Background: an optimization exercise with open tools, aiming at small area, a short achievable clock period and few clock cycles. Do not read the settings as production practice. At most, simulation tests tie the RTL to the original design; equivalence was not proved. No functional check of the RTL was part of runs 1 and 2. No activity file was given, so power comes from the tool's default toggle rates.

## run.sh

```bash
#!/bin/bash
# synth_recipe.tcl (not shown) runs the flow's synth.tcl, then flattens the netlist and writes it again
# the make line also repeats each setting of config.mk as NAME=value (left out here)
make -C /OpenROAD-flow-scripts/flow DESIGN_CONFIG=/design/flow/config.mk WORK_HOME=/design/flow/orfs CLKGATE_MAP_FILE= SYNTH_SCRIPT=/design/flow/synth_recipe.tcl finish
```

## config.mk

```make
export PLATFORM = sky130hd
export DESIGN_NAME = lpmr_top
export DESIGN_NICKNAME = lpmr_top
export VERILOG_FILES = /design/flow/design.v
export SDC_FILE = /design/flow/constraint.sdc
export NUM_CORES = 4
export LEC_CHECK = 0
export CAP_MARGIN = 20
export CORE_MARGIN = 2
export CORE_UTILIZATION = 55
export CTS_BUF_LIST = sky130_fd_sc_hd__clkbuf_16
export CTS_CLUSTER_DIAMETER = 60
export CTS_CLUSTER_SIZE = 22
export SETUP_SLACK_MARGIN = 5.0
export SLEW_MARGIN = 30
```

## constraint.sdc

```tcl
create_clock -name core_clock -period 8.0 [get_ports {clk}]
set_input_delay 1.6000 -clock core_clock [delete_from_list [all_inputs] [get_ports {clk}]]
set_output_delay 1.6000 -clock core_clock [all_outputs]
set_load 0.01 [all_outputs]
```

## design.v

```verilog
package lpmr_pkg;
  localparam int LEN_W  = 7;
  localparam int BYTE_W = 8;
  typedef enum logic {
    REQ_WRITE = 1'b0,
    REQ_READ  = 1'b1
  } req_kind_t;
  typedef enum logic [2:0] {
    ST_WRITE_OK       = 3'd0,
    ST_WRITE_FULL     = 3'd1,
    ST_READ_OK        = 3'd2,
    ST_READ_EMPTY     = 3'd3,
    ST_READ_TOO_SMALL = 3'd4
  } status_t;
  typedef struct packed {
    req_kind_t          req_type;
    logic               first;
    logic               last;
    logic [LEN_W-1:0]   msg_len;
    logic [BYTE_W-1:0]  data_byte;
    logic [BYTE_W-1:0]  read_capacity;
  } req_t;
  typedef struct packed {
    status_t            status;
    logic [LEN_W-1:0]   out_len;
    logic [BYTE_W-1:0]  out_byte;
    logic               byte_valid;
    logic               last_out;
  } result_t;
endpackage
module length_prefixed_message_ring #(
  parameter int RING_BYTES    = 1024,
  parameter int HEADER_BYTES  = 8,
  parameter int MAX_MSG_BYTES = 64
) (
  input  logic              clk,
  input  logic              rst,
  input  logic              start,
  input  lpmr_pkg::req_t    req,
  output logic              busy,
  output logic              result_valid,
  output lpmr_pkg::result_t result
);
  localparam int LW  = lpmr_pkg::LEN_W;
  localparam int UW  = $clog2(RING_BYTES) + 1;              
  localparam int MAXN  = (RING_BYTES - 1) / HEADER_BYTES;
  localparam int NFIT  = (RING_BYTES - 1) / (HEADER_BYTES + MAX_MSG_BYTES);
  localparam int DMAX1 = NFIT * (MAX_MSG_BYTES + 1);
  localparam int DMAX2 = (NFIT + 1) + (RING_BYTES - 1) - (NFIT + 1) * HEADER_BYTES;
  localparam int DMAX  = (DMAX1 > DMAX2) ? DMAX1 : DMAX2;
  localparam int DSLK  = 9;                                 
  localparam int DN    = DMAX + DSLK;                       
  localparam int DW    = $clog2(DN + 1);
  localparam int CW    = $clog2(MAXN + 1);
  localparam int KC    = 16;                                
  localparam int KW    = $clog2(KC);
  localparam int QN    = 16;                                
  localparam int QW    = $clog2(QN);
  localparam int LIM0  = RING_BYTES - HEADER_BYTES - 1;
  localparam logic [LW-1:0] MAXL = LW'(MAX_MSG_BYTES);
  function automatic logic [DW-1:0] dinc(input logic [DW-1:0] p);
    if (p == DW'(DN - 1)) dinc = '0;
    else                  dinc = p + DW'(1);
  endfunction
  logic           iv;
  lpmr_pkg::req_t iw;
  logic           i_gt;         
  logic           i_nz, i_gt1;  
  logic [LW-1:0]  i_lm1;        
  logic           busy_q;
  assign busy = busy_q;
  always_ff @(posedge clk) begin
    iw    <= req;
    i_gt  <= (req.msg_len > MAXL);
    i_nz  <= (req.msg_len != '0);
    i_gt1 <= (req.msg_len > LW'(1));
    i_lm1 <= (req.msg_len == '0) ? '0 : req.msg_len - LW'(1);
    if (rst) iv <= 1'b0;
    else     iv <= start && !busy_q;
  end
  logic [UW-1:0]  lim;          
  logic [CW-1:0]  lcount;       
  logic           lnz;          
  logic [LW-1:0]  lc [KC];      
  logic [KW-1:0]  c_rd, c_rd1, c_wr;
  logic [KW:0]    c_cnt;
  logic [LW-1:0]  hlen;         
  logic           wopen, wref;
  logic [LW-1:0]  decl, brecv, brecv1;
  logic [LW-1:0]  rem;          
  logic           rem_nz, rem_gt1;
  logic [DW-1:0]  ctail, ctail1, ctail2, wptr, wptr1;
  logic [DW-1:0]  pcount;       
  logic [LW+1:0]  e_delta;      
  localparam int BSW = 6;
  localparam int BS  = 1 << BSW;
  localparam int NB  = (DN + BS - 1) / BS;
  logic [DW-1:0]  wq_addr_n;
  logic           wq_we_n;
  logic [NB-1:0]  wq_bank;
  logic [7:0]     wq_row, wq_col;
  logic [7:0]     wq_data_n;
  logic [NB-1:0][7:0] rb_q;     
  logic [DW-BSW-1:0] rab_q;     
  logic           sw0_v, sw1_v, sw_land;
  logic [DW-1:0]  sw0_a, sw1_a;
  logic [LW-1:0]  sw0_d, sw1_d;
  logic [DW-1:0]  wk;
  logic           w_slot, w_got, w_got2;
  logic [LW-1:0]  w_len;        
  localparam int QEW = 3 + LW;
  logic [QEW-1:0] q [QN];
  logic [QW-1:0]  q_h, q_t;
  logic [QW:0]    q_cnt;
  logic           hd_v;
  logic [2:0]     hd_st;
  logic [LW-1:0]  hd_len;
  logic           hd_strm, hd_one;
  logic           s_act, s_last;
  logic [LW-1:0]  s_rem, s_len;
  logic [DW-1:0]  rptr;         
  logic [DW-1:0]  ra;           
  logic           m_v, m_bv, m_last;
  logic [2:0]     m_st;
  logic [LW-1:0]  m_len;
  logic [7:0]     rd_q;         
  logic           is_wr, is_rd;
  logic           refuse_f, open_e, refused_e, lt, store, discard, commit, closef;
  logic           slot_res, unc, cacheable;
  logic [LW-1:0]  decl_e, blen, rem_n;
  logic           remnz_n;
  logic [DW-1:0]  wptr_e, wptr_n, wptr1_n, wptr2_n;
  logic           empty, too_small, push, remove;
  logic [2:0]     push_st;
  logic [LW-1:0]  push_len;
  logic [UW-1:0]  lim_c, lim_r;
  always_comb begin
    is_wr     = iv && (iw.req_type == lpmr_pkg::REQ_WRITE);
    is_rd     = iv && (iw.req_type == lpmr_pkg::REQ_READ);
    refuse_f  = i_gt || lim[UW-1] || ({{(UW-1-LW){1'b0}}, iw.msg_len} > lim[UW-2:0]);
    open_e    = iw.first | wopen;
    refused_e = iw.first ? refuse_f : wref;
    decl_e    = iw.first ? iw.msg_len : decl;
    lt        = iw.first ? i_nz : rem_nz;
    blen      = iw.first ? LW'(i_nz) : (rem_nz ? brecv1 : brecv);
    store     = is_wr && open_e && !refused_e && lt;
    slot_res  = is_wr && iw.first && !refuse_f;
    discard   = is_wr && iw.first && wopen;
    closef    = is_wr && open_e && iw.last;
    commit    = closef && !refused_e;
    wptr_e    = iw.first ? ctail1 : wptr;
    wptr_n    = store ? (iw.first ? ctail2 : wptr1) : wptr_e;
    wptr1_n   = store ? (iw.first ? dinc(ctail2) : dinc(wptr1)) : (iw.first ? ctail2 : wptr1);
    wptr2_n   = store ? (iw.first ? dinc(dinc(ctail2)) : dinc(dinc(wptr1)))
                      : (iw.first ? dinc(ctail2) : dinc(wptr1));
    rem_n     = iw.first ? i_lm1 : (rem_nz ? rem - LW'(1) : rem);
    remnz_n   = iw.first ? i_gt1 : rem_gt1;
    if (iw.first) lim_c = lim - UW'(HEADER_BYTES) - UW'(i_nz);
    else          lim_c = rem_nz ? lim - UW'(HEADER_BYTES) - UW'(brecv1)
                                 : lim - UW'(HEADER_BYTES) - UW'(brecv);
    lim_r     = lim + UW'(HEADER_BYTES) + UW'(hlen);
    unc       = (lcount != CW'(c_cnt));
    cacheable = !unc && (c_cnt != (KW+1)'(KC));
    empty     = !lnz;
    too_small = (iw.read_capacity < {1'b0, hlen});
    remove    = is_rd && !empty && !too_small;
    push      = closef || is_rd;
    if (!iw.req_type) begin
      push_st  = refused_e ? lpmr_pkg::ST_WRITE_FULL : lpmr_pkg::ST_WRITE_OK;
      push_len = refused_e ? decl_e : blen;
    end else begin
      push_st  = empty ? lpmr_pkg::ST_READ_EMPTY :
                 too_small ? lpmr_pkg::ST_READ_TOO_SMALL : lpmr_pkg::ST_READ_OK;
      push_len = empty ? '0 : hlen;
    end
  end
  logic           c_push_c, c_push, w_go, sw_issue;
  logic [LW-1:0]  c_pval;
  logic [KW:0]    c_cnt_n;
  logic [DW:0]    wk_sum;
  always_comb begin
    c_push_c = commit && cacheable;
    c_push   = c_push_c || w_got2;
    c_pval   = w_got2 ? w_len : blen;
    if (c_push && !remove)      c_cnt_n = c_cnt + (KW+1)'(1);
    else if (!c_push && remove) c_cnt_n = c_cnt - (KW+1)'(1);
    else                        c_cnt_n = c_cnt;
    w_go     = unc && (c_cnt != (KW+1)'(KC)) && !w_slot && !w_got && !w_got2 &&
               !sw0_v && !sw1_v && !sw_land;
    wk_sum   = {1'b0, wk} + (DW+1)'(w_len) + (DW+1)'(1);
    sw_issue = sw0_v && !store;
  end
  function automatic logic [7:0] bank_rd(input logic [BS*8-1:0] v, input logic [BSW-1:0] a);
    logic [BS*8-1:0] t;
    t = v;
    for (int k = 0; k < BSW; k++)
      for (int j = 0; j < (BS >> (k + 1)); j++)
        t[j*8 +: 8] = a[k] ? t[(2*j+1)*8 +: 8] : t[(2*j)*8 +: 8];
    bank_rd = t[7:0];
  endfunction
  always_comb begin
    wq_addr_n = store ? wptr_e : sw0_a;
    wq_we_n   = store || sw0_v;
    wq_data_n = store ? iw.data_byte : {1'b0, sw0_d};
  end
  for (genvar b = 0; b < NB; b++) begin : g_bank
    localparam int SZ = (b == NB - 1) ? DN - b * BS : BS;
    logic [SZ*8-1:0] mem;
    logic [7:0] wd;
    always_ff @(posedge clk) begin
      if (wq_addr_n[DW-1:BSW] == (DW-BSW)'(b)) wd <= wq_data_n;
      for (int i = 0; i < SZ; i++) begin
        if (wq_bank[b] && wq_row[i / 8] && wq_col[i % 8]) mem[i*8 +: 8] <= wd;
      end
    end
    always_ff @(posedge clk) rb_q[b] <= bank_rd({{((BS-SZ)*8){1'b0}}, mem}, ra[BSW-1:0]);
  end
  assign rd_q = rb_q[rab_q];
  logic           take, consume, stream_rd, hold;
  logic [DW-1:0]  rptr_n;
  always_comb begin
    hold      = w_slot;                  
    consume   = hd_v && !s_act && !hold;
    take      = !hd_v || consume;
    stream_rd = !hold && (s_act || (consume && hd_strm));
    rptr_n    = rptr;
    if (stream_rd) begin
      if (s_act ? s_last : hd_one) rptr_n = dinc(dinc(rptr));
      else                         rptr_n = dinc(rptr);
    end else if (consume && (hd_st == lpmr_pkg::ST_READ_OK)) begin
      rptr_n = dinc(rptr);               
    end
  end
  always_ff @(posedge clk) begin
    for (int r = 0; r < 8; r++) begin
      wq_row[r] <= (wq_addr_n[5:3] == 3'(r));
      wq_col[r] <= (wq_addr_n[2:0] == 3'(r));
    end
    if (c_push) lc[c_wr] <= c_pval;
    q[q_t] <= {push_st, push_len};
    if (remove && (c_cnt != (KW+1)'(1))) hlen <= lc[c_rd1];
    else if (c_push && (c_cnt == '0 || remove)) hlen <= c_pval;
    if (take) begin
      {hd_st, hd_len} <= q[q_h];
      hd_strm <= (q[q_h][QEW-1 -: 3] == lpmr_pkg::ST_READ_OK) && (q[q_h][LW-1:0] != '0);
      hd_one  <= (q[q_h][LW-1:0] == LW'(1));
    end
    rab_q <= ra[DW-1:BSW];
    if (s_act) begin
      m_st   <= lpmr_pkg::ST_READ_OK;
      m_len  <= s_len;
      m_bv   <= 1'b1;
      m_last <= s_last;
    end else begin
      m_st   <= hd_st;
      m_len  <= hd_len;
      m_bv   <= hd_strm;
      m_last <= !hd_strm || hd_one;
    end
    if (!hold) begin
      if (s_act) begin
        s_rem  <= s_rem - LW'(1);
        s_last <= (s_rem == LW'(2));
      end else begin
        s_rem  <= hd_len - LW'(1);
        s_last <= (hd_len == LW'(2));
        s_len  <= hd_len;
      end
    end
    result.status     <= lpmr_pkg::status_t'(m_st);
    result.out_len    <= m_len;
    result.out_byte   <= m_bv ? rd_q : 8'h00;
    result.byte_valid <= m_bv;
    result.last_out   <= m_last;
    if (w_got) w_len <= rd_q[LW-1:0];
    if (w_got2) wk <= (wk_sum >= (DW+1)'(DN)) ? DW'(wk_sum - (DW+1)'(DN)) : wk_sum[DW-1:0];
    else if (commit && !cacheable && !unc) wk <= ctail;
    if (sw_issue) begin
      sw0_a <= sw1_a;
      sw0_d <= sw1_d;
    end
    if (commit && !cacheable) begin
      if (!sw0_v || (sw_issue && !sw1_v)) begin
        sw0_a <= ctail;
        sw0_d <= blen;
      end else begin
        sw1_a <= ctail;
        sw1_d <= blen;
      end
    end
    if (rst) begin
      busy_q       <= 1'b0;
      lim          <= UW'(LIM0);
      lcount       <= '0;
      lnz          <= 1'b0;
      c_rd         <= '0;
      c_rd1        <= KW'(1);
      c_wr         <= '0;
      c_cnt        <= '0;
      wopen        <= 1'b0;
      wref         <= 1'b0;
      decl         <= '0;
      brecv        <= '0;
      ctail        <= '0;
      ctail1       <= DW'(1);
      ctail2       <= DW'(2);
      wptr         <= '0;
      wptr1        <= DW'(1);
      pcount       <= '0;
      e_delta      <= '0;
      wq_bank      <= '0;
      sw0_v        <= 1'b0;
      sw1_v        <= 1'b0;
      sw_land      <= 1'b0;
      w_slot       <= 1'b0;
      w_got        <= 1'b0;
      w_got2       <= 1'b0;
      q_h          <= '0;
      q_t          <= '0;
      q_cnt        <= '0;
      hd_v         <= 1'b0;
      s_act        <= 1'b0;
      rptr         <= DW'(1);
      ra           <= DW'(1);
      m_v          <= 1'b0;
      result_valid <= 1'b0;
    end else begin
      busy_q <= (q_cnt >= (QW+1)'(QN - 3)) || (pcount >= DW'(DN - 7)) ||
                (commit && !cacheable) || (unc && (c_cnt < (KW+1)'(3)));
      for (int k = 0; k < NB; k++)
        wq_bank[k] <= wq_we_n && (wq_addr_n[DW-1:BSW] == (DW-BSW)'(k));
      if (is_wr && open_e) begin
        wopen   <= !iw.last;
        wref    <= refused_e;
        decl    <= decl_e;
        brecv   <= blen;
        brecv1  <= blen + LW'(1);
        rem     <= rem_n;
        rem_nz  <= remnz_n;
        rem_gt1 <= (rem_n > LW'(1));
        wptr    <= wptr_n;
        wptr1   <= wptr1_n;
      end
      if (commit) begin
        ctail  <= wptr_n;
        ctail1 <= wptr1_n;
        ctail2 <= wptr2_n;
        lcount <= lcount + CW'(1);
        lnz    <= 1'b1;
        lim    <= lim_c;
      end
      if (remove) begin
        lcount <= lcount - CW'(1);
        lnz    <= (lcount != CW'(1));
        lim    <= lim_r;
      end
      if (c_push) c_wr <= c_wr + KW'(1);
      if (remove) begin
        c_rd  <= c_rd1;
        c_rd1 <= c_rd1 + KW'(1);
      end
      c_cnt <= c_cnt_n;
      sw_land <= sw_issue;
      if (sw_issue) sw0_v <= sw1_v;
      if (sw_issue) sw1_v <= 1'b0;
      if (commit && !cacheable) begin
        if (!sw0_v || (sw_issue && !sw1_v)) sw0_v <= 1'b1;
        else                                sw1_v <= 1'b1;
      end
      w_slot <= w_go;
      w_got  <= w_slot;
      w_got2 <= w_got;
      ra     <= w_go ? wk : rptr_n;
      e_delta <= (LW+2)'(store) + (LW+2)'(slot_res) - (LW+2)'(stream_rd) -
                 (LW+2)'(consume && (hd_st == lpmr_pkg::ST_READ_OK)) -
                 ((discard && !wref) ? (LW+2)'(brecv) + (LW+2)'(1) : '0);
      pcount  <= pcount + {{(DW-LW-2){e_delta[LW+1]}}, e_delta};
      if (push) q_t <= q_t + QW'(1);
      if (take && (q_cnt != '0)) q_h <= q_h + QW'(1);
      q_cnt <= q_cnt + (QW+1)'(push) - (QW+1)'(take && (q_cnt != '0));
      if (take) hd_v <= (q_cnt != '0);
      m_v  <= !hold && (s_act || consume);
      rptr <= rptr_n;
      if (!hold) begin
        if (s_act) begin
          if (s_last) s_act <= 1'b0;
        end else if (consume && hd_strm && !hd_one) begin
          s_act <= 1'b1;
        end
      end
      result_valid <= m_v;
    end
  end
endmodule
module lpmr_top (
  input  logic       clk,
  input  logic       rst,
  input  logic       start,
  input  logic       req_type,
  input  logic       first,
  input  logic       last,
  input  logic [6:0] msg_len,
  input  logic [7:0] data_byte,
  input  logic [7:0] read_capacity,
  output logic       busy,
  output logic       result_valid,
  output logic [2:0] status,
  output logic [6:0] out_len,
  output logic [7:0] out_byte,
  output logic       byte_valid,
  output logic       last_out
);
  lpmr_pkg::req_t    req;
  lpmr_pkg::result_t result;
  assign req.req_type      = lpmr_pkg::req_kind_t'(req_type);
  assign req.first         = first;
  assign req.last          = last;
  assign req.msg_len       = msg_len;
  assign req.data_byte     = data_byte;
  assign req.read_capacity = read_capacity;
  length_prefixed_message_ring #(
    .RING_BYTES    (512),
    .HEADER_BYTES  (8),
    .MAX_MSG_BYTES (64)
  ) u_ring (
    .clk          (clk),
    .rst          (rst),
    .start        (start),
    .req          (req),
    .busy         (busy),
    .result_valid (result_valid),
    .result       (result)
  );
  assign status     = result.status;
  assign out_len    = result.out_len;
  assign out_byte   = result.out_byte;
  assign byte_valid = result.byte_valid;
  assign last_out   = result.last_out;
endmodule
```

==> flow_metrics.py, run 1 <==
metrics = {
    "synth": {
        "ys_seq_area_share_pct": 74.5,
        "ys.flop_type": "edfxtp_1",
        "ys_async_sr_fraction_pct": 0,
        "synth_edf_count": 4130,
        "syn_area_um2": 175000,
        "ys_types": 80,
        "ys_ff_latch": 4465,
        "synth_fp_nets": 8527,
        "netlist_instances": 8388,
        "syn_area_per_cell_um2": 20.9,
        "yosysWarnings": 1,
    },
    "global_routing": {
        "gr-total-overflow": 0,
        "grt_usage_pct": 26.3,
        "antenna_found_initial": 49,
        "grtUsageMet2_pct": 41.7,
        "grt_pass1_vias": 84284,
        "grt_pass1_wl_um": 613000,
        "use_met1_pct": 39.8,
        "grt_max_degree": 116,
        "busiest_layer": "met2",
        "met3_usage_pct": 3.48,
    },
    "cts": {
        "clock-root-buffer": "clkbuf_16",
        "clk_latency_ns": 0.95,
        "cts_tree": "built",
        "clock_sinks": 4465,
        "htree_levels": 5,
        "cts_buffer_depth": 4,
        "cts_buffers": 318,
        "cts_hold_buffers": 0,
        "path_clk_slew_ns": 0.08,
    },
    "run_status": {
        "status": "complete, no violations",
    },
    "place": {
        "io_buffers": 50,
        "hpwl_um": 243000,
        "place_ws_ns": 3.05,
        "place_congestion": 0.800,
    },
    "pwr": {
        "p_per_area_nw_per_um2": 292,
        "seq_power_share_pct": 49.9,
        "pwr-share-comb_pct": 19.9,
        "swShare_pct": 29.0,
        "p_int_w": 0.0405,
        "p_leak_nw": 63.0,
        "p_clk_share_pct": 30.2,
        "vdd_drop_max_v": 0.000276,
        "net-switching-power_w": 0.0165,
    },
    "setup_path": {
        "ff2ff_path_depth": 21,
        "crit_fanout": 3,
        "regToRegEndpoint": "u_ring.e_delta[8]",
        "rr_startpoint": "u_ring.iw[21]",
        "cp-start-kind": "flop",
        "end_kind": "flop",
        "rrSetupSlack_ns": 3.90,
        "crit_type": "flop to flop",
        "cp.arrival_ns": 4.87,
        "required_ns": 8.78,
    },
    "detailed_routing": {
        "ant_nets": 0,
        "drt-initial-drc-count": 9738,
        "vias": 84293,
        "drc_errors": 0,
        "wl_per_cell_um": 32.9,
        "viasPerCell": 6.50,
        "routed_wl_um": 426000,
        "drt_pre_antenna_iters": 5,
    },
    "worst_hold_path": {
        "min_to": "u_ring.result[13]",
        "min_path_cells": 0,
        "hold_path.class": "flop to flop",
        "hold_start": "u_ring.m_len[3]",
    },
    "sta": {
        "hold_viol": 0,
        "period_minus_slack_ns": 4.10,
        "max_freq_ghz": 0.244,
        "finalSetupViolations": 0,
        "setup-tns-final_ns": 0,
        "layout_setup_ws_ns": 3.90,
        "slew_violations": 0,
        "min_period_over_period_pct": 51.2,
        "rsz0062_at_grt": "yes",
        "worst_pin_slew_ns": 1.07,
        "skew_ns": 0.0465,
        "slew-limit-headroom_pct": 28.7,
    },
    "floorplan": {
        "row_count": 207,
        "die_width_um": 569,
        "pin_count": 51,
        "die_h_um": 569,
        "core_um2": 318000,
        "die_area_um2": 324000,
        "initial_core_util_pct": 55.2,
    },
    "cells_and_area": {
        "nets": 8651,
        "final_util_pct": 61.4,
        "final_cell_mix": "edfxtp_1, mux4_2, and3_1",
        "final_common_cell": "edfxtp_1",
        "drive_gt1_share_pct": 28.0,
        "syn_to_final_growth_pct": 11.1,
    },
    "run": {
        "cap_violations": 0,
    },
}
power groups by stage:
stage,Combinational (W),Sequential [W],Clock (W)
finish,0.0114,0.0284,0.0172
global route,0.0120,0.0285,0.0183
CTS,0.0113,0.0284,0.0175
detailed placement,0.0106,0.0290,0
global placement,0.0103,0.0290,0
floorplan,0.00621,0.0286,0
cells in the mapped netlist (20+ instances only):
| library cell | n | area share (%) |
|---|---|---|
| a21oi_1 | 137 | 0.39 |
| a31oi_1 | 26 | 0.093 |
| and2_1 | 27 | 0.096 |
| and3_1 | 486 | 1.7 |
| buf_1 | 54 | 0.12 |
| buf_2 | 123 | 0.35 |
| clkbuf_1 | 353 | 0.76 |
| dfxtp_1 | 335 | 3.8 |
| edfxtp_1 | 4130 | 71 |
| ha_1 | 102 | 0.73 |
| inv_1 | 117 | 0.25 |
| mux2_2 | 44 | 0.28 |
| mux2i_1 | 76 | 0.43 |
| mux4_2 | 1311 | 17 |
| nand2_1 | 236 | 0.50 |
| nand2b_1 | 20 | 0.071 |
| nand3_1 | 33 | 0.094 |
| nor2_1 | 227 | 0.49 |
| nor2b_1 | 35 | 0.12 |
| nor3_1 | 36 | 0.10 |
| o21ai_0 | 109 | 0.31 |
| xnor2_1 | 59 | 0.29 |
| xor2_1 | 55 | 0.27 |
final cells by class:
class                           count  area, um2
Antenna cell                       15       37.5
Clock buffer                      329       8230
Clock inverter                    251       2770
Fill cell                       22009     123000
Inverter                          121        465
Multi-Input combinational cell   3263      43100
Sequential cell                  4465     131000
Tap cell                         4180       5230
Timing Repair Buffer              343       4280
metrics by stage:
stage | hold slack, ns | cells | cell area [um2] | total power, W
final | 0.329 | 12967 | 195000 | 0.0570
after global routing | 0.335 | 12955 | 195000 | 0.0588
after CTS | 0.334 | 12908 | 194000 | 0.0572
after detailed placement | 0.315 | 12231 | 181000 | 0.0396
after global placement | 0.314 | 12228 | 181000 | 0.0394
after floorplan | 0.310 | 8388 | 176000 | 0.0348
worst max-delay path, stage by stage (launching register included):
cell       delay (ns)
dfxtp_4          0.37
ha_4             0.24
nand4_1          0.11
buf_4            0.13
a21oi_4          0.03
nor2_2           0.11
o21ai_2          0.07
a2111oi_4        0.45
ha_4             0.19
inv_2            0.03
fa_1             0.49
inv_2            0.04
fa_2             0.35
fa_2             0.35
a21o_1           0.18
a21oi_2          0.14
o21bai_1         0.09
a21oi_2          0.15
o21bai_1         0.09
a21oi_2          0.14
xnor2_1          0.13
nor2_1           0.05
metal layers:
metal  up-vias  share of wire (%)
li1      34944                  -
met1     45684                 42
met2      3217                 49
met3       446                7.5
met4         2                2.0
met5         -             0.0031
repair_timing:
action,in CTS,in global routing
pin swaps,50,51
buffers inserted,68,34
gates cloned,29,7
gates resized for setup,366,86
setup endpoints to repair,473,320
how the worst max path moves through the flow:
stage	endpoint	depth (start not counted)	slack, ns	start
after floorplan	u_ring.e_delta[8]	24	3.70	u_ring.lim[5]
after global placement	u_ring.e_delta[8]	21	3.09	u_ring.iw[25]
after detailed placement	u_ring.e_delta[8]	21	3.05	u_ring.iw[25]
after CTS	u_ring.e_delta[8]	19	3.78	u_ring.lim[4]
after global routing	u_ring.e_delta[8]	21	3.66	u_ring.iw[21]
final	u_ring.e_delta[8]	21	3.90	u_ring.iw[21]
flip-flops by register name (all words and copies together) (netlist names), 10 cells and up, named ones only:
signal,cells
u_ring.lim,10
u_ring.result,20
u_ring.g_bank.wd,64
u_ring.q,160
u_ring.g_bank.mem,3712
u_ring.lc,112
u_ring.rb_q,64
u_ring.iw,26
cell families after synthesis:
family,count (synthesis),synth area share (%)
AO/OA/AOI/OAI,423,1.50
AND/OR/NAND/NOR,1184,3.55
buffers and inverters,661,1.53
adder cells (fa/ha/maj),110,0.818
flip-flops,4465,74.5
XOR/XNOR,114,0.569
multiplexers,1431,17.5
==> run 2: changes to the inputs <==
--- a/design.v
+++ b/design.v
@@ -92,5 +92,6 @@
   logic [DW-1:0]  ctail, ctail1, ctail2, wptr, wptr1;
   logic [DW-1:0]  pcount;       
-  logic [LW+1:0]  e_delta;      
+  logic [1:0]     e_inc;        
+  logic [LW+1:0]  e_sub;        
   localparam int BSW = 6;
   localparam int BS  = 1 << BSW;
@@ -308,5 +309,6 @@
       wptr1        <= DW'(1);
       pcount       <= '0;
-      e_delta      <= '0;
+      e_inc        <= '0;
+      e_sub        <= '0;
       wq_bank      <= '0;
       sw0_v        <= 1'b0;
@@ -372,8 +374,8 @@
       w_got2 <= w_got;
       ra     <= w_go ? wk : rptr_n;
-      e_delta <= (LW+2)'(store) + (LW+2)'(slot_res) - (LW+2)'(stream_rd) -
-                 (LW+2)'(consume && (hd_st == lpmr_pkg::ST_READ_OK)) -
+      e_inc   <= {1'b0, store} + {1'b0, slot_res};
+      e_sub   <= (LW+2)'(stream_rd) + (LW+2)'(consume && (hd_st == lpmr_pkg::ST_READ_OK)) +
                  ((discard && !wref) ? (LW+2)'(brecv) + (LW+2)'(1) : '0);
-      pcount  <= pcount + {{(DW-LW-2){e_delta[LW+1]}}, e_delta};
+      pcount  <= pcount + DW'(e_inc) - DW'(e_sub);
       if (push) q_t <= q_t + QW'(1);
       if (take && (q_cnt != '0)) q_h <= q_h + QW'(1);
==> flow_metrics.py, run 2 <==
metrics = {
    "cts": {
        "htree_levels": 5,
        "clock-root-buffer": "clkbuf_16",
        "cts_buffer_depth": 4,
        "clk_latency_ns": 0.94,
        "clock_sinks": 4467,
        "path_clk_slew_ns": 0.08,
        "cts_buffers": 314,
        "cts_tree": "built",
    },
    "synth": {
        "yosysWarnings": 1,
        "synth_edf_count": 4130,
        "synth_fp_nets": 8572,
        "ys_ff_latch": 4467,
        "ys.flop_type": "edfxtp_1",
        "ys_seq_area_share_pct": 74.3,
        "netlist_instances": 8433,
        "synth_area_leader_cell": "edfxtp_1",
        "synthTopCellsByCount": "edfxtp_1, mux4_2, and3_1",
        "ys_types": 87,
        "syn_area_um2": 176000,
        "ys_async_sr_fraction_pct": 0,
        "synth_area_leaders": "edfxtp_1, mux4_2, dfxtp_1",
        "syn_area_per_cell_um2": 20.9,
        "synth_top_cell_area_share_pct": 70.4,
        "synth_most_common_cell": "edfxtp_1",
    },
    "global_routing": {
        "grtUsageMet2_pct": 42.3,
        "grt_pass1_vias": 84549,
        "gr-total-overflow": 0,
        "grt_max_degree": 110,
        "antenna_found_initial": 30,
        "use_met1_pct": 39.0,
        "grt_usage_pct": 26.2,
        "grt_pass1_wl_um": 612000,
        "met3_usage_pct": 3.05,
        "busiest_layer": "met2",
    },
    "setup_path": {
        "crit_type": "flop to flop",
        "cpLargestDelayFamily": "compound AO/OA/AOI/OAI gates",
        "ff2ff_path_depth": 12,
        "rrSetupSlack_ns": 4.80,
        "crit_fanout": 6,
        "cp.arrival_ns": 3.88,
        "crit_path_top_delay_cell": "a221oi_4",
        "rr_startpoint": "u_ring.w_len[0]",
        "regToRegEndpoint": "u_ring.wk[5]",
        "cp-start-kind": "flop",
        "required_ns": 8.68,
        "cpPeakStageDelay_ns": 0.43,
        "cpMostUsedCell": "a211o_1",
        "crit_chain": "inv_1 > ha_2 > inv_2 > fa_2 > a211o_1 > buf_4 > a211o_1 > a221oi_4 > a211oi_2 > o21ai_2 > mux2i_1 > a21oi_1",
        "end_kind": "flop",
        "critPathBufInv": 3,
    },
    "place": {
        "placed_area_um2": 181000,
        "io_buffers": 50,
        "place_inst": 12274,
        "hpwl_um": 245000,
        "place_ws_ns": 3.64,
        "place_congestion": 0.838,
    },
    "detailed_routing": {
        "vias": 84496,
        "drt_pre_antenna_iters": 6,
        "ant_nets": 0,
        "drc_errors": 0,
        "routed_wl_um": 427000,
        "wl_per_cell_um": 32.9,
        "drt-initial-drc-count": 9880,
        "viasPerCell": 6.51,
    },
    "sta": {
        "max_freq_ghz": 0.313,
        "slew-limit-headroom_pct": 27.4,
        "setup-tns-final_ns": 0,
        "layout_setup_ws_ns": 4.80,
        "finalSetupViolations": 0,
        "min_period_over_period_pct": 40.0,
        "rsz0062_at_grt": "yes",
        "hold_viol": 0,
        "skew_ns": 0.0434,
        "worst_pin_slew_ns": 1.09,
        "slew_violations": 0,
        "period_minus_slack_ns": 3.20,
    },
    "worst_hold_path": {
        "min_to": "u_ring.result[19]",
        "min_path_cells": 0,
        "hold_path.class": "flop to flop",
        "hold_start": "u_ring.m_st[2]",
    },
    "cells_and_area": {
        "final_util_pct": 61.2,
        "top_register": "u_ring.g_bank.mem",
        "final_common_cell": "edfxtp_1",
        "reg_top3": "u_ring.g_bank.mem: 3712 flops, u_ring.q: 160 flops, u_ring.lc: 112 flops",
        "syn_to_final_growth_pct": 10.7,
        "nFillCells": 22041,
        "seq_area_um2": 131000,
        "layoutNonFillerInstCount": 12973,
        "multi_input_area_um2": 43400,
        "drive_gt1_share_pct": 27.6,
        "final_cell_mix": "edfxtp_1, mux4_2, and3_1",
        "nets": 8666,
        "finalInstanceArea_um2": 195000,
        "largest_reg_flops": 3712,
    },
    "pwr": {
        "p_leak_nw": 62.9,
        "p_per_area_nw_per_um2": 304,
        "vdd_drop_max_v": 0.000271,
    },
    "floorplan": {
        "die_area_um2": 325000,
        "die_h_um": 570,
        "initial_core_util_pct": 55.3,
        "core_um2": 318000,
        "die_width_um": 570,
        "row_count": 207,
        "pin_count": 51,
    },
    "run_status": {
        "status": "complete, no violations",
    },
    "run": {
        "cap_violations": 0,
    },
}
-- run 2: report_power, final --
group / switching, W / internal (W)
clock network: 0.00861 / 0.00843
registers: 0.000779 / 0.0265
logic: 0.00790 / 0.00703
total: 0.0173 / 0.0420
-- run 2: cell type report --
class	count	area share [%]
well taps	4180	2.68
multi-input cells	3299	22.3
clock inverters	246	1.39
repair buffers	326	2.03
clock buffers	326	4.19
inverters	119	0.249
diodes	10	0.0128
flip-flops and latches	4467	67.2
-- run 2: per-stage QoR --
step           total power, W  hold slack [ns]
2_1_floorplan          0.0367            0.310
3_3_place_gp           0.0417            0.314
3_5_place_dp           0.0418            0.313
4_1_cts                0.0595            0.331
5_1_grt                0.0611            0.336
6_report               0.0593            0.328
-- run 2: how the worst max path moves through the flow --
stage                               start               to  slack [ns]  cells past startpoint
after global placement      u_ring.iw[25]     u_ring.wk[7]        3.41                      7
after floorplan              u_ring.s_act  u_ring.q_cnt[4]        4.92                     15
final                     u_ring.w_len[0]     u_ring.wk[5]        4.80                     12
after detailed placement    u_ring.iw[25]  u_ring.sw0_a[0]        3.64                      8
after CTS                 u_ring.w_len[0]     u_ring.wk[5]        4.82                     14
after global routing      u_ring.w_len[0]     u_ring.wk[5]        4.67                     14
-- run 2: kinds of logic (layout without fill, tap and decap cells) --
family	Yosys count	in the layout	synth area share, %
other cells	1	11	0.00213
fa+ha+maj	110	110	0.812
mux	1461	1461	17.7
xor+xnor	104	104	0.517
simple gates	1192	1192	3.66
compound gates	430	431	1.56
buf+inv	668	1017	1.52
flops	4467	4467	74.3
-- run 2: metal layers --
layer | part of all wire, % | vias to the layer above | wire length [um]
met5 | 0.0096 | - | 41
met4 | 2.0 | 6 | 8330
met3 | 6.7 | 466 | 28800
met2 | 49 | 3164 | 210000
met1 | 42 | 45739 | 180000
li1 | - | 35121 | -
-- run 2: repair_timing --
item                                    CTS  global route
gates cloned                             21             9
hold buffers                              0             0
gates resized for setup                 283            96
endpoints found under the setup margin  612           426
buffers inserted                         53            33
pin swaps                                20            36
==> run 3: changes to the inputs <==
--- a/design.v
+++ b/design.v
@@ -179,5 +179,5 @@
   logic [LW-1:0]  c_pval;
   logic [KW:0]    c_cnt_n;
-  logic [DW:0]    wk_sum;
+  logic [DW:0]    wk_sum, wk_wrap;
   always_comb begin
     c_push_c = commit && cacheable;
@@ -190,4 +190,5 @@
                !sw0_v && !sw1_v && !sw_land;
     wk_sum   = {1'b0, wk} + (DW+1)'(w_len) + (DW+1)'(1);
+    wk_wrap  = {1'b0, wk} + (DW+1)'(w_len) - (DW+1)'(DN - 1);
     sw_issue = sw0_v && !store;
   end
@@ -275,5 +276,5 @@
     result.last_out   <= m_last;
     if (w_got) w_len <= rd_q[LW-1:0];
-    if (w_got2) wk <= (wk_sum >= (DW+1)'(DN)) ? DW'(wk_sum - (DW+1)'(DN)) : wk_sum[DW-1:0];
+    if (w_got2) wk <= wk_wrap[DW] ? wk_sum[DW-1:0] : wk_wrap[DW-1:0];
     else if (commit && !cacheable && !unc) wk <= ctail;
     if (sw_issue) begin
--- a/config.mk
+++ b/config.mk
@@ -12,4 +12,4 @@
 export CTS_CLUSTER_DIAMETER = 60
 export CTS_CLUSTER_SIZE = 22
-export SETUP_SLACK_MARGIN = 5.0
+export SETUP_SLACK_MARGIN = 4.9
 export SLEW_MARGIN = 30
==> flow_metrics.py, run 3 <==
metrics = {
    "detailed_routing": {
        "routed_wl_um": 426000,
        "drc_errors": 0,
        "wl_per_cell_um": 32.9,
        "vias": 84576,
        "ant_nets": 0,
        "drt_pre_antenna_iters": 6,
        "drt-initial-drc-count": 10875,
        "viasPerCell": 6.53,
    },
    "synth": {
        "synth_edf_count": 4130,
        "synth_area_leaders": "edfxtp_1, mux4_2, dfxtp_1",
        "netlist_instances": 8472,
        "synth_area_leader_cell": "edfxtp_1",
        "ys_types": 82,
        "ys_ff_latch": 4467,
        "synth_fp_nets": 8611,
        "syn_area_per_cell_um2": 20.8,
        "syn_area_um2": 176000,
        "ys_seq_area_share_pct": 74.4,
        "synth_top_cell_area_share_pct": 70.5,
        "synth_most_common_cell": "edfxtp_1",
        "ys.flop_type": "edfxtp_1",
        "synthTopCellsByCount": "edfxtp_1, mux4_2, and3_1",
        "ys_async_sr_fraction_pct": 0,
        "yosysWarnings": 1,
    },
    "cts": {
        "cts_tree": "built",
        "clock_sinks": 4467,
        "htree_levels": 5,
        "cts_buffer_depth": 4,
        "cts_buffers": 308,
        "path_clk_slew_ns": 0.09,
        "cts_hold_buffers": 0,
        "clk_latency_ns": 0.94,
        "clock-root-buffer": "clkbuf_16",
    },
    "global_routing": {
        "grt_pass1_vias": 84953,
        "antenna_found_initial": 29,
        "gr-total-overflow": 0,
        "grt_max_degree": 137,
        "grt_pass1_wl_um": 613000,
        "grt_usage_pct": 26.2,
    },
    "setup_path": {
        "critPathBufInv": 1,
        "crit_path_top_delay_cell": "edfxtp_1",
        "cp.arrival_ns": 3.78,
        "crit_fanout": 4,
        "cpPeakStageDelay_ns": 0.41,
        "cpLargestDelayFamily": "compound AO/OA/AOI/OAI gates",
        "end_kind": "flop",
        "crit_type": "flop to flop",
        "crit_chain": "ha_4 > inv_2 > fa_2 > nand3b_1 > o21ai_2 > a31oi_4 > a211o_1 > nor4bb_2 > o32ai_2 > xor2_1 > mux2_2",
        "required_ns": 8.69,
        "cp-start-kind": "flop",
    },
    "pwr": {
        "vdd_drop_max_v": 0.000288,
        "p_leak_nw": 62.1,
        "p_per_area_nw_per_um2": 303,
        "total_power_w": 0.0586,
    },
    "place": {
        "place_congestion": 0.847,
        "hpwl_um": 246000,
        "io_buffers": 50,
    },
    "cells_and_area": {
        "largest_reg_flops": 3712,
        "syn_to_final_growth_pct": 9.99,
        "top_register": "u_ring.g_bank.mem",
        "final_common_cell": "edfxtp_1",
        "nets": 8653,
        "drive_gt1_share_pct": 26.3,
        "reg_top3": "u_ring.g_bank.mem: 3712 flops, u_ring.q: 160 flops, u_ring.lc: 112 flops",
        "final_cell_mix": "edfxtp_1, mux4_2, and3_1",
    },
    "floorplan": {
        "core_um2": 318000,
        "die_width_um": 569,
        "row_count": 207,
        "pin_count": 51,
        "die_h_um": 569,
        "die_area_um2": 324000,
        "initial_core_util_pct": 55.3,
    },
    "run_status": {
        "status": "complete, no violations",
    },
    "sta": {
        "worst_pin_slew_ns": 1.04,
        "skew_ns": 0.0488,
        "setup-tns-final_ns": 0,
        "hold_viol": 0,
        "rsz0062_at_grt": "yes",
        "finalSetupViolations": 0,
        "slew_violations": 0,
        "min_period_over_period_pct": 38.7,
        "max_freq_ghz": 0.323,
        "period_minus_slack_ns": 3.09,
        "slew-limit-headroom_pct": 30.9,
    },
    "worst_hold_path": {
        "hold_path.class": "flop to flop",
    },
    "run": {
        "cap_violations": 0,
    },
}
==> run 3: cell count changes after synthesis, moves of 9 or more <==
cell,previous run,this run
nand2_1,224,261
a31oi_1,23,34
buf_1,42,54
o21ai_1,5,23
a21oi_1,127,144
mux2_2,70,43
xor2_1,40,49
o21ai_0,97,80
mux2i_1,80,71
nor2_1,185,223
==> run 3: final cells by class <==
| cell class | instances | area (um2) |
|---|---|---|
| Antenna cell | 21 | 52.6 |
| Fill cell | 22268 | 125000 |
| Inverter | 118 | 480 |
| Clock buffer | 320 | 8010 |
| Clock inverter | 236 | 2540 |
| Multi-Input combinational cell | 3335 | 43100 |
| Tap cell | 4180 | 5230 |
| Timing Repair Buffer | 284 | 3150 |
| Sequential cell | 4467 | 131000 |
==> run 3: kinds of logic after synthesis <==
group / synth area share, %
XOR/XNOR: 0.598
AO/OA/AOI/OAI: 1.46
flip-flops: 74.4
AND/OR/NAND/NOR: 3.78
multiplexers: 17.4
buffers and inverters: 1.53
adder cells (fa/ha/maj): 0.813
other: 0.00213
==> run 3: metrics by stage <==
step | cells | hold slack (ns) | setup WS (ns) | utilization, % | instance area (um2)
final | 12961 | 0.319 | 4.91 | 60.8 | 193000
after CTS | 12910 | 0.320 | 4.74 | 60.5 | 193000
after global placement | 12296 | 0.312 | 3.33 | 56.8 | 181000
after detailed placement | 12299 | 0.313 | 3.43 | 56.9 | 181000
after global routing | 12944 | 0.325 | 4.79 | 60.8 | 193000
after floorplan | 8472 | 0.310 | 4.79 | - | 176000
==> run 3: routing by layer <==
layer,up-vias,GRT usage (%),part of all wire (%)
met5,-,0,0.011
met4,6,5.82,2.2
met3,491,3.24,7.3
met2,3488,41.1,48
met1,45557,40.0,43
li1,35034,-,-
==> run 3: worst paths after layout <==
check | startpoint | endpoint | slack [ns] | cells after the start
max | u_ring.wk[0] | u_ring.wk[6] | 4.91 | 11
min | u_ring.ra[7] | u_ring.rab_q[1] | 0.32 | 0
max reg2reg | u_ring.wk[0] | u_ring.wk[6] | 4.91 | 11
min reg2reg | u_ring.ra[7] | u_ring.rab_q[1] | 0.32 | 0
==> run 3: worst reg2reg max path, cell delays in order, from the launching register on <==
cell and delay, ns:
edfxtp_1 0.41, ha_4 0.19, inv_2 0.05, fa_2 0.41
nand3b_1 0.28, o21ai_2 0.23, a31oi_4 0.12, a211o_1 0.31
nor4bb_2 0.18, o32ai_2 0.28, xor2_1 0.12, mux2_2 0.28
==> run 3: report_power, final <==
group | total, W | leakage [nW] | internal, W | switching (W)
combinational | 0.0131 | 16.8 | 0.00533 | 0.00778
sequential | 0.0287 | 40.1 | 0.0275 | 0.00120
clock | 0.0168 | 5.21 | 0.00821 | 0.00854
total | 0.0586 | 62.1 | 0.0411 | 0.0175
==> run 3: repair_timing <==
action	4_1_cts	5_1_grt
pin swaps	14	31
resized for setup	222	93
cloned	10	10
buffers inserted	45	19
endpoints found under the hold margin	0	0
endpoints found under the setup margin	557	467
Testbench counts of run 3, summed over its fixed seeds: cycles 22,592.
==> run 4: changes to the inputs <==
--- a/config.mk
+++ b/config.mk
@@ -12,4 +12,4 @@
 export CTS_CLUSTER_DIAMETER = 60
 export CTS_CLUSTER_SIZE = 22
-export SETUP_SLACK_MARGIN = 4.9
+export SETUP_SLACK_MARGIN = 5.0
 export SLEW_MARGIN = 30
==> flow_metrics.py, run 4 <==
metrics = {
    "worst_hold_path": {
        "hold_path.class": "flop to flop",
    },
    "synth": {
        "synth_area_leader_cell": "edfxtp_1",
        "ys_seq_area_share_pct": 74.4,
        "synth_top_cell_area_share_pct": 70.5,
        "syn_area_per_cell_um2": 20.8,
        "synth_edf_count": 4130,
        "synth_area_leaders": "edfxtp_1, mux4_2, dfxtp_1",
        "synth_fp_nets": 8611,
        "ys_types": 82,
        "ys.flop_type": "edfxtp_1",
        "synthTopCellsByCount": "edfxtp_1, mux4_2, and3_1",
        "ys_async_sr_fraction_pct": 0,
        "synth_most_common_cell": "edfxtp_1",
        "yosysWarnings": 1,
        "ys_ff_latch": 4467,
        "netlist_instances": 8472,
        "syn_area_um2": 176000,
    },
    "cts": {
        "cts_buffer_depth": 4,
        "cts_buffers": 316,
        "htree_levels": 5,
        "clock-root-buffer": "clkbuf_16",
        "cts_tree": "built",
        "clk_latency_ns": 0.94,
        "clock_sinks": 4467,
        "cts_hold_buffers": 0,
        "path_clk_slew_ns": 0.08,
    },
    "sta": {
        "layout_setup_ws_ns": 4.91,
        "max_freq_ghz": 0.324,
        "slew_violations": 0,
        "setup-tns-final_ns": 0,
        "rsz0062_at_grt": "yes",
        "worst_pin_slew_ns": 1.03,
        "min_period_over_period_pct": 38.6,
        "slew-limit-headroom_pct": 31.2,
        "period_minus_slack_ns": 3.09,
        "hold_viol": 0,
        "finalSetupViolations": 0,
        "skew_ns": 0.0409,
    },
    "pwr": {
        "total_power_w": 0.0593,
        "p_leak_nw": 62.9,
        "p_per_area_nw_per_um2": 304,
        "vdd_drop_max_v": 0.000269,
    },
    "place": {
        "place_congestion": 0.829,
        "hpwl_um": 244000,
        "io_buffers": 50,
        "placed_area_um2": 181000,
        "place_ws_ns": 3.21,
    },
    "floorplan": {
        "row_count": 207,
        "die_width_um": 569,
        "die_h_um": 569,
        "pin_count": 51,
        "core_um2": 318000,
        "die_area_um2": 324000,
        "initial_core_util_pct": 55.3,
    },
    "detailed_routing": {
        "drc_errors": 0,
        "drt_pre_antenna_iters": 6,
        "ant_nets": 0,
        "vias": 84773,
        "viasPerCell": 6.51,
        "routed_wl_um": 429000,
        "drt-initial-drc-count": 10690,
        "wl_per_cell_um": 32.9,
    },
    "cells_and_area": {
        "final_cell_mix": "edfxtp_1, mux4_2, and3_1",
        "nets": 8701,
        "syn_to_final_growth_pct": 10.9,
        "finalInstanceArea_um2": 195000,
        "final_util_pct": 61.3,
        "final_common_cell": "edfxtp_1",
        "top_register": "u_ring.g_bank.mem",
        "drive_gt1_share_pct": 27.2,
        "reg_top3": "u_ring.g_bank.mem: 3712 flops, u_ring.q: 160 flops, u_ring.lc: 112 flops",
        "largest_reg_flops": 3712,
    },
    "global_routing": {
        "met3_usage_pct": 3.50,
        "grt_usage_pct": 26.3,
        "grt_max_degree": 120,
        "gr-total-overflow": 0,
        "grt_pass1_wl_um": 615000,
        "busiest_layer": "met2",
        "grtUsageMet2_pct": 41.8,
        "grt_pass1_vias": 83841,
        "antenna_found_initial": 37,
        "use_met1_pct": 39.7,
    },
    "setup_path": {
        "cp.arrival_ns": 1.49,
        "cpPeakStageDelay_ns": 0.42,
        "crit_path_top_delay_cell": "dfxtp_4",
        "cp-start-kind": "flop",
        "required_ns": 6.40,
        "crit_fanout": 2,
        "cpLargestDelayFamily": "flip-flops",
        "crit_type": "flop to output pin",
        "crit_chain": "buf_6",
        "end_kind": "output pin",
        "rrSetupSlack_ns": 4.93,
        "critPathBufInv": 1,
    },
    "run": {
        "cap_violations": 0,
    },
    "run_status": {
        "status": "complete, no violations",
    },
}
run 4: power breakdown:
group | switching (W) | internal, W | total, W | leakage [nW]
Combinational | 0.00793 | 0.00564 | 0.0136 | 17.5
Sequential | 0.00124 | 0.0275 | 0.0288 | 40.1
Clock | 0.00867 | 0.00834 | 0.0170 | 5.34
run 4: cell type report:
class                   instances  area (um2)
flip-flops and latches       4467      131000
fillers                     22211      123000
multi-input cells            3335       43300
clock buffers                 333        8330
well taps                    4180        5230
repair buffers                323        4190
clock inverters               243        2500
inverters                     118         502
diodes                         25        62.6
repair inverters                1        11.3
run 4: worst paths after layout:
kind | startpoint | cells past startpoint | end
max | u_ring.busy_q | 1 | busy
min | u_ring.m_len[0] | 0 | u_ring.result[10]
max reg2reg | u_ring.w_len[0] | 11 | u_ring.wk[6]
min reg2reg | u_ring.m_len[0] | 0 | u_ring.result[10]
run 4: worst reg2reg max path, stage by stage (launching register included):
cell and delay, ns:
edfxtp_1 0.37, ha_2 0.20, inv_2 0.04, fa_2 0.41, nand3b_1 0.23, o21ai_0 0.18, a31oi_1 0.16, a211o_1 0.33
nor4bb_4 0.17, o32ai_2 0.34, xor2_1 0.12, mux2_2 0.27
run 4: cell families (layout without fill, tap and decap cells):
| kind of cell | after synthesis | after routing | synth area share [%] |
|---|---|---|---|
| xor+xnor | 120 | 120 | 0.598 |
| other cells | 1 | 26 | 0.00213 |
| mux | 1423 | 1423 | 17.4 |
| simple gates | 1262 | 1262 | 3.78 |
| fa+ha+maj | 110 | 110 | 0.813 |
| buf+inv | 670 | 1018 | 1.53 |
| flops | 4467 | 4467 | 74.4 |
| compound gates | 419 | 419 | 1.46 |
run 4: metrics by stage:
stage               hold slack, ns  instances
floorplan                    0.310       8472
global route                 0.334      13001
CTS                          0.332      12958
detailed placement           0.320      12297
global placement             0.315      12296
finish                       0.331      13025
run 4: routing by layer:
metal / part of all wire, % / up-vias
met2: 49 / 3408
met3: 7.5 / 510
met4: 2.3 / 4
li1: - / 35181
met1: 42 / 45670
met5: 0.0077 / -
run 4: repair_timing:
| action | 4_1_cts | 5_1_grt |
|---|---|---|
| gates resized for setup | 338 | 109 |
| endpoints found under the hold margin | 0 | 0 |
| gates cloned | 31 | 9 |
| endpoints found under the setup margin | 624 | 408 |
| buffers inserted | 54 | 33 |
| pin swaps | 30 | 40 |
==> run 5: changes to the inputs <==
--- a/config.mk
+++ b/config.mk
@@ -8,8 +8,8 @@
 export CAP_MARGIN = 20
 export CORE_MARGIN = 2
-export CORE_UTILIZATION = 55
+export CORE_UTILIZATION = 62
 export CTS_BUF_LIST = sky130_fd_sc_hd__clkbuf_16
-export CTS_CLUSTER_DIAMETER = 60
-export CTS_CLUSTER_SIZE = 22
+export CTS_CLUSTER_DIAMETER = 55
+export CTS_CLUSTER_SIZE = 26
 export SETUP_SLACK_MARGIN = 5.0
 export SLEW_MARGIN = 30
==> flow_metrics.py, run 5 <==
metrics = {
    "pwr": {
        "p_per_area_nw_per_um2": 308,
        "pwr-share-comb_pct": 22.0,
        "seq_power_share_pct": 48.1,
        "swShare_pct": 30.2,
        "net-switching-power_w": 0.0181,
        "p_leak_nw": 63.0,
        "vdd_drop_max_v": 0.000310,
        "p_int_w": 0.0418,
        "p_clk_share_pct": 29.9,
    },
    "synth": {
        "ys.flop_type": "edfxtp_1",
        "synth_area_leaders": "edfxtp_1, mux4_2, dfxtp_1",
        "netlist_instances": 8472,
        "ys_seq_area_share_pct": 74.4,
        "syn_area_um2": 176000,
        "ys_async_sr_fraction_pct": 0,
        "yosysWarnings": 1,
        "synthTopCellsByCount": "edfxtp_1, mux4_2, and3_1",
        "synth_top_cell_area_share_pct": 70.5,
        "ys_types": 82,
        "synth_most_common_cell": "edfxtp_1",
        "synth_fp_nets": 8611,
        "synth_edf_count": 4130,
        "ys_ff_latch": 4467,
        "syn_area_per_cell_um2": 20.8,
        "synth_area_leader_cell": "edfxtp_1",
    },
    "cts": {
        "htree_levels": 5,
        "cts_buffers": 324,
        "cts_hold_buffers": 0,
        "clock-root-buffer": "clkbuf_16",
        "path_clk_slew_ns": 0.08,
        "cts_buffer_depth": 4,
        "clock_sinks": 4467,
        "clk_latency_ns": 0.95,
        "cts_tree": "built",
    },
    "sta": {
        "finalSetupViolations": 0,
        "period_minus_slack_ns": 3.09,
        "skew_ns": 0.0479,
        "rsz0062_at_grt": "yes",
        "slew-limit-headroom_pct": 28.0,
        "hold_viol": 0,
        "slew_violations": 0,
        "max_freq_ghz": 0.323,
        "worst_pin_slew_ns": 1.08,
        "min_period_over_period_pct": 38.7,
        "setup-tns-final_ns": 0,
    },
    "setup_path": {
        "crit_fanout": 4,
        "required_ns": 8.69,
        "rrSetupSlack_ns": 4.91,
        "end_kind": "flop",
        "cp-start-kind": "flop",
        "rr_startpoint": "u_ring.wk[4]",
        "regToRegEndpoint": "u_ring.wk[6]",
        "crit_type": "flop to flop",
        "cp.arrival_ns": 3.79,
        "ff2ff_path_depth": 9,
    },
    "detailed_routing": {
        "drt_pre_antenna_iters": 5,
        "ant_nets": 0,
        "viasPerCell": 6.82,
        "wl_per_cell_um": 33.6,
        "drt-initial-drc-count": 11171,
        "vias": 85807,
        "drc_errors": 0,
        "routed_wl_um": 423000,
    },
    "worst_hold_path": {
        "min_to": "u_ring.result[12]",
        "hold_start": "u_ring.m_len[2]",
        "min_path_cells": 0,
        "hold_path.class": "flop to flop",
    },
    "run_status": {
        "status": "complete, no violations",
    },
    "place": {
        "place_congestion": 0.873,
        "place_inst": 11857,
        "hpwl_um": 244000,
        "io_buffers": 50,
    },
    "cells_and_area": {
        "reg_top3": "u_ring.g_bank.mem: 3712 flops, u_ring.q: 160 flops, u_ring.lc: 112 flops",
        "top_register": "u_ring.g_bank.mem",
        "nets": 8691,
        "drive_gt1_share_pct": 27.5,
        "largest_reg_flops": 3712,
        "syn_to_final_growth_pct": 10.7,
        "final_cell_mix": "edfxtp_1, mux4_2, and3_1",
        "layoutNonFillerInstCount": 12587,
        "final_common_cell": "edfxtp_1",
    },
    "run": {
        "cap_violations": 0,
    },
    "floorplan": {
        "die_h_um": 537,
        "pin_count": 51,
        "core_um2": 282000,
        "die_area_um2": 288000,
        "initial_core_util_pct": 62.3,
        "die_width_um": 537,
        "row_count": 195,
    },
    "global_routing": {
        "gr-total-overflow": 0,
        "grt_pass1_wl_um": 610000,
        "busiest_layer": "met2",
        "grt_pass1_vias": 85003,
        "antenna_found_initial": 34,
        "grtUsageMet2_pct": 46.7,
        "use_met1_pct": 45.0,
        "grt_usage_pct": 29.5,
        "grt_max_degree": 138,
        "met3_usage_pct": 4.02,
    },
}
[run 5: changes by cell type in the layout (fill, tap and decap cells not counted), sizes merged]
| cell | previous run | this run |
|---|---|---|
| inv | 229 | 246 |
| buf | 271 | 259 |
| diode | 25 | 15 |
| bufinv | 11 | 20 |
| clkinv | 98 | 104 |
| clkbuf | 341 | 336 |
| clkinvlp | 24 | 20 |
| bufbuf | 17 | 14 |
| a21boi | 6 | 7 |
[run 5: timing repair]
item	4_1_cts	5_1_grt
setup buffers	57	26
gates cloned	24	4
setup endpoints to repair	563	391
hold endpoints to repair	0	0
pin swaps	32	42
gates resized for setup	290	98
[run 5: final cells by class]
cell class | count | area (um2)
sequential | 4467 | 131000
fill | 17231 | 87600
multi-input combinational | 3336 | 43200
clock buffer | 331 | 8280
tap | 3743 | 4680
timing repair buffer | 305 | 3660
clock inverter | 272 | 3440
inverter | 118 | 485
antenna | 15 | 37.5
[run 5: worst max-delay path, stage by stage, from the launching register on]
cell      delay (ns)
edfxtp_1        0.47
ha_4            0.33
or4b_4          0.47
nor4_4          0.26
a31oi_2         0.10
a211o_1         0.36
nor4bb_2        0.18
o32ai_2         0.31
xor2_1          0.12
mux2_4          0.27
[run 5: power by group through the flow]
stage	registers (W)	clock network (W)	logic, W
global route	0.0289	0.0190	0.0139
CTS	0.0289	0.0182	0.0132
floorplan	0.0289	0	0.00758
detailed placement	0.0294	0	0.0125
finish	0.0289	0.0179	0.0132
global placement	0.0294	0	0.0122
[run 5: per-stage QoR]
stage               utilization (%)  hold slack (ns)  area, um2  setup WS (ns)  power (W)
floorplan                         -            0.310     176000           4.84     0.0365
global placement               63.8            0.314     180000           3.47     0.0416
detailed placement             63.9            0.312     180000           3.82     0.0419
CTS                            68.7            0.335     194000           4.82     0.0602
global route                   69.0            0.341     195000           4.84     0.0618
finish                         69.0            0.331     195000           4.91     0.0600
[run 5: cell families after synthesis]
group | count (synthesis) | synth area share, %
flip-flops | 4467 | 74.4
other | 1 | 0.00213
multiplexers | 1423 | 17.4
buffers and inverters | 670 | 1.53
AO/OA/AOI/OAI | 419 | 1.46
AND/OR/NAND/NOR | 1262 | 3.78
adder cells (fa/ha/maj) | 110 | 0.813
XOR/XNOR | 120 | 0.598
[run 5: how the worst max path moves through the flow]
stage                              start                      to  cells after the start  slack (ns)
final                       u_ring.wk[4]            u_ring.wk[6]                      9        4.91
after global routing        u_ring.wk[0]            u_ring.wk[6]                     11        4.84
after detailed placement   u_ring.iw[24]  u_ring.g_bank[4].wd[5]                      9        3.82
after floorplan            u_ring.lim[4]  u_ring.g_bank[6].wd[0]                     13        4.84
after CTS                 u_ring.hlen[1]           u_ring.lim[9]                     11        4.82
after global placement         u_ring.iv         u_ring.sw0_d[0]                     10        3.47
[run 5: per-layer routing]
metal	vias to the layer above	routed length, um
li1	35191	-
met1	46158	172000
met2	3948	207000
met3	496	35000
met4	14	8680
met5	-	105

==> port drivers added, routing unchanged <==
Ports are ideal in the flow. The routed layouts listed here were re-timed in OpenROAD. Step 1 assumes that a clkbuf_16 drives the clock port and a buf_2 every other input. Step 2 times the ports against the registers' clock, not the clock port: input delays grow and output delays shrink by t, the midpoint of the rising clock arrivals with the driver on. Slacks: no drivers / after step 1 / after step 2; pairs: no drivers / after step 1.
run	t, ns	setup WS [ns]	worst setup path at the end	slew at the worst register clock pin (ns)	pins driven straight from the clock port
run 1	1.034	3.901 / 3.901 / 3.901	register to register	0.09 / 0.09	1
run 2	1.030	4.802 / 4.802 / 4.494	input to register	0.09 / 0.09	1
run 3	1.022	4.907 / 4.820 / 4.568	input to register	0.09 / 0.09	1
run 4	1.022	4.911 / 4.811 / 4.138	input to register	0.09 / 0.09	1
run 5	1.028	4.905 / 4.871 / 4.592	input to register	0.10 / 0.10	1
After both steps setup and hold are still met in every run listed. The setup slack of run 4, which loses most, moves by -0.100 ns with the drivers and by -0.773 ns with both steps.
